Background: an optimization exercise with open tools, aiming at small area, a short achievable clock period and few clock cycles per item. Do not read the settings as production practice. Function was checked by simulation only, so behaviour that the tests miss may differ from the original. Power and IR drop assume default switching activity.

==> flow/design.v (excerpt) <==
module factorial_core #(
    parameter int unsigned MAX_N = 20
) (
    input  logic             clk,
    input  logic             reset_n,
    input  logic             fifo_empty,
    input  logic [31:0]      fifo_dout,
    output logic             fifo_rd_en,
    output logic [63:0]      result,
    output logic             result_valid,
    input  logic             result_ready,
    output logic             overflow,
    output logic             busy
);
    logic        r_ok;
    logic        r_hs;
    logic        r_z;
    logic        w_pend;     
    logic        w_v0;       
    logic        w_v1;       
    logic [4:0]  r_c0;       
    logic [4:0]  r_c1;       
    logic [4:0]  w_code;
    logic        w_hs;
    logic        w_rd;
    logic [63:0] w_fact;
    assign w_code = {fifo_dout[4:3] | {2{|fifo_dout[31:5]}}, fifo_dout[2:0]};
    assign w_pend = r_hs && !r_z;
    assign w_v0   = r_ok ? r_z : r_hs;
    assign w_v1   = !r_ok && r_hs && r_z;
    assign w_hs   = w_v0 && result_ready;
    assign w_rd   = !fifo_empty && (r_ok || (r_hs && result_ready));
    logic w_l000;
    logic w_l001;
    logic w_l002;
    logic w_l003;
    logic w_l004;
    logic w_l005;
    logic w_l006;
    logic w_l007;
    logic w_l008;
    logic w_l009;
    logic w_l010;
    logic w_l011;
    logic w_l012;
    logic w_l013;
    logic w_l014;
    logic w_l015;
    logic w_l016;
    logic w_l017;
    logic w_l018;
    logic w_l019;
    logic w_l020;
    logic w_l021;
    logic w_l022;
    logic w_l023;
    logic w_l024;
    logic w_l025;
    logic w_l026;
    logic w_l027;
    logic w_l028;
  ...
==> flow/config.mk <==
export PLATFORM = sky130hd
export DESIGN_NAME = factorial_core
export DESIGN_NICKNAME = factorial_core
export VERILOG_FILES = /design/flow/design.v
export SDC_FILE = /design/flow/constraint.sdc
export NUM_CORES = 4
export LEC_CHECK = 0
export ABC_AREA = 1
export CAP_MARGIN = 20
export CORE_AREA = 2 2 60 60
export DIE_AREA = 0 0 62 62
export SLEW_MARGIN = 20
==> flow/constraint.sdc <==
create_clock -name core_clock -period 10.0 [get_ports {clk}]
set_input_delay 2.0000 -clock core_clock [delete_from_list [all_inputs] [get_ports {clk}]]
set_output_delay 2.0000 -clock core_clock [all_outputs]
set_load 0.01 [all_outputs]
standard.sh (not shown) runs the stock make flow with config.mk's settings and CLKGATE_MAP_FILE= SYNTH_SCRIPT=/design/flow/synth_recipe.tcl, a recipe that flattens the netlist after the stock synthesis.
==> flow/flow/run.sh <==
#!/bin/bash
set -euo pipefail
here=$(pwd)
{
  cat <<'EOT'
proc use_flow_abc_script {name1 name2 op} {
  upvar #0 abc_args a
  set i [lsearch -exact $a -script]
  if {$i >= 0 && [lindex $a [expr {$i + 1}]] ne $::env(FLOW_ABC_SCRIPT)} {
    lset a [expr {$i + 1}] $::env(FLOW_ABC_SCRIPT)
  }
}
trace add variable ::abc_args write use_flow_abc_script
# no half/full adder cells: they would only come from XORs in the table
set ::env(ADDER_MAP_FILE) ""
EOT
  cat synth_recipe.tcl
} > flow_synth.tcl
export FLOW_ABC_SCRIPT="$here/flow/area.abc"
sed "s#SYNTH_SCRIPT=[^ ]*#SYNTH_SCRIPT=$here/flow_synth.tcl#" standard.sh > flow_standard.sh
export BUFFER_PORTS_ARGS="-buffer_cell sky130_fd_sc_hd__buf_1"
export SETUP_SLACK_MARGIN=5.3
export SKIP_REPAIR_TIE_FANOUT=1
for step in synth floorplan place cts route finish; do
  bash flow_standard.sh "$step" > "log_$step.txt" 2>&1
done
==> flow/flow/area.abc <==
strash; dch -f; map -a; mfs2; strash; dch -f; map -a; mfs2; strash; dch -f; amap; topo; stime -c; buffer -c; dnsize -c
Testbench counts at the start, summed over its fixed seeds: cycles 1,048, items 1,024.
Edit:
--- a/flow/flow/run.sh
+++ b/flow/flow/run.sh
@@ -21,3 +21,3 @@
 export BUFFER_PORTS_ARGS="-buffer_cell sky130_fd_sc_hd__buf_1"
-export SETUP_SLACK_MARGIN=5.3
+export SETUP_SLACK_MARGIN=5.4
 export SKIP_REPAIR_TIE_FANOUT=1
==> flow/flow/area.abc (replaced) <==
strash; dch -f; map -a; mfs2; strash; dch -f; map -a; topo; stime -c; buffer -c; dnsize -c
=> Clock-buffer cell count rises by 1; hold slack degrades by 0.023 ns; clock power decreases by about 5%; via count climbs by 4.6%.
Edit:
--- a/flow/flow/run.sh
+++ b/flow/flow/run.sh
@@ -21,6 +21,12 @@
 export BUFFER_PORTS_ARGS="-buffer_cell sky130_fd_sc_hd__buf_1"
-export SETUP_SLACK_MARGIN=5.4
+export SETUP_SLACK_MARGIN=5.3
 export SKIP_REPAIR_TIE_FANOUT=1
-for step in synth floorplan place cts route finish; do
+for step in synth floorplan place; do
   bash flow_standard.sh "$step" > "log_$step.txt" 2>&1
 done
+# after placement, aim the repair a little further: by then only the read
+# enable's short path is left below the margin
+export SETUP_SLACK_MARGIN=5.5
+for step in cts route finish; do
+  bash flow_standard.sh "$step" > "log_$step.txt" 2>&1
+done
The new run completed without violations.
Die area is unchanged.
Worst setup slack gets better by 0.081 ns.
Design area rises by 1.7%.
Critical path depth does not change.
Global-route usage is about the same.
Via count does not change.
Wire length climbs by 0.73%.
Edit:
==> flow/flow/run.sh (replaced) <==
#!/bin/bash
set -euo pipefail
export BUFFER_PORTS_ARGS="-buffer_cell sky130_fd_sc_hd__buf_1"
export SETUP_SLACK_MARGIN=5.6
export SKIP_REPAIR_TIE_FANOUT=1
for step in synth floorplan place cts route finish; do
  bash standard.sh "$step" > "log_$step.txt" 2>&1
done
--- a/flow/config.mk
+++ b/flow/config.mk
@@ -9,4 +9,4 @@
 export CAP_MARGIN = 20
-export CORE_AREA = 2 2 60 60
-export DIE_AREA = 0 0 62 62
+export CORE_MARGIN = 2
+export CORE_UTILIZATION = 40
 export SLEW_MARGIN = 20
removed: flow/flow/area.abc
The new run produced a clean layout.
Routed wire length falls slightly.
Die area falls by a few percent.
Setup slack improves by 0.032 ns.
Cell area rises by roughly a tenth.
Edit:
==> flow/flow/run.sh (replaced) <==
#!/bin/bash
set -euo pipefail
here=$(pwd)
{
  cat <<'EOT'
proc use_flow_abc_script {name1 name2 op} {
  upvar #0 abc_args a
  set i [lsearch -exact $a -script]
  if {$i >= 0 && [lindex $a [expr {$i + 1}]] ne $::env(FLOW_ABC_SCRIPT)} {
    lset a [expr {$i + 1}] $::env(FLOW_ABC_SCRIPT)
  }
}
trace add variable ::abc_args write use_flow_abc_script
# no half/full adder cells: they would only come from XORs in the table
set ::env(ADDER_MAP_FILE) ""
EOT
  cat synth_recipe.tcl
} > flow_synth.tcl
export FLOW_ABC_SCRIPT="$here/flow/area.abc"
sed "s#SYNTH_SCRIPT=[^ ]*#SYNTH_SCRIPT=$here/flow_synth.tcl#" standard.sh > flow_standard.sh
export BUFFER_PORTS_ARGS="-buffer_cell sky130_fd_sc_hd__buf_1"
export SETUP_SLACK_MARGIN=5.0
export SKIP_REPAIR_TIE_FANOUT=1
for step in synth floorplan place cts route finish; do
  bash flow_standard.sh "$step" > "log_$step.txt" 2>&1
done
==> flow/flow/area.abc (new file) <==
strash; dch -f; map -a; mfs2; strash; dch -f; map -a; topo; stime -c; buffer -c; dnsize -c
--- a/flow/config.mk
+++ b/flow/config.mk
@@ -9,4 +9,4 @@
 export CAP_MARGIN = 20
-export CORE_MARGIN = 2
-export CORE_UTILIZATION = 40
+export CORE_AREA = 2 2 60 60
+export DIE_AREA = 0 0 62 62
 export SLEW_MARGIN = 20
Outcome: The new run went through all stages and came out clean. Count of clock-buffer cells in the layout stays the same. Setup slack gets worse by 0.13 ns. Cell area drops by roughly a tenth. Via count drops slightly. Final cell count climbs slightly. Die area climbs by a few percent. Non-clock buffer count drops by 3. Fmax drops by a few percent.
Edit:
--- a/flow/flow/run.sh
+++ b/flow/flow/run.sh
@@ -13,4 +13,2 @@
 trace add variable ::abc_args write use_flow_abc_script
-# no half/full adder cells: they would only come from XORs in the table
-set ::env(ADDER_MAP_FILE) ""
 EOT
@@ -21,3 +19,3 @@
 export BUFFER_PORTS_ARGS="-buffer_cell sky130_fd_sc_hd__buf_1"
-export SETUP_SLACK_MARGIN=5.0
+export SETUP_SLACK_MARGIN=5.45
 export SKIP_REPAIR_TIE_FANOUT=1
--- a/flow/config.mk
+++ b/flow/config.mk
@@ -9,4 +9,4 @@
 export CAP_MARGIN = 20
-export CORE_AREA = 2 2 60 60
-export DIE_AREA = 0 0 62 62
+export CORE_MARGIN = 2
+export CORE_UTILIZATION = 40
 export SLEW_MARGIN = 20
=> Setup slack is better by 0.076 ns. Wire length goes up by a few percent. Critical path depth does not change. First-iteration DRC count fell by well over a third.

==> static timing again, ports no longer ideal <==
In the flow no input, the clock included, has a driving cell. The finished layouts below were timed again as built, in two steps. Step 1 (the two cells are an assumption about what drives the block):
set clk [get_ports {clk}]
set_driving_cell -lib_cell sky130_fd_sc_hd__clkbuf_16 $clk
set_driving_cell -lib_cell sky130_fd_sc_hd__buf_2 [delete_from_list [all_inputs] $clk]
Step 2 moves the port delays by t, midway between the first and last clock arrival at a register: inputs arrive t later, outputs are due t later. That takes back most of the time a late clock gives input paths. Three values: no drivers, after step 1, after step 2; two values: the first two.
| run | t (ns) | setup WS [ns] | worst data-port slew with drivers (ns) |
|---|---|---|---|
| the first run | 0.295 | 5.373 / 5.352 / 5.352 | 0.03 |
| the second run | 0.281 | 5.469 / 5.449 / 5.449 | 0.03 |
| the third run | 0.282 | 5.550 / 5.530 / 5.530 | 0.03 |
| the fourth run | 0.279 | 5.582 / 5.527 / 5.527 | 0.05 |
| the fifth run | 0.281 | 5.457 / 5.436 / 5.436 | 0.03 |
| the sixth run | 0.283 | 5.533 / 5.510 / 5.510 | 0.03 |
After both steps every run listed still meets setup and hold. For the fourth run, which loses most, drivers alone change the setup slack by -0.055 ns; drivers and shift together by -0.055 ns.
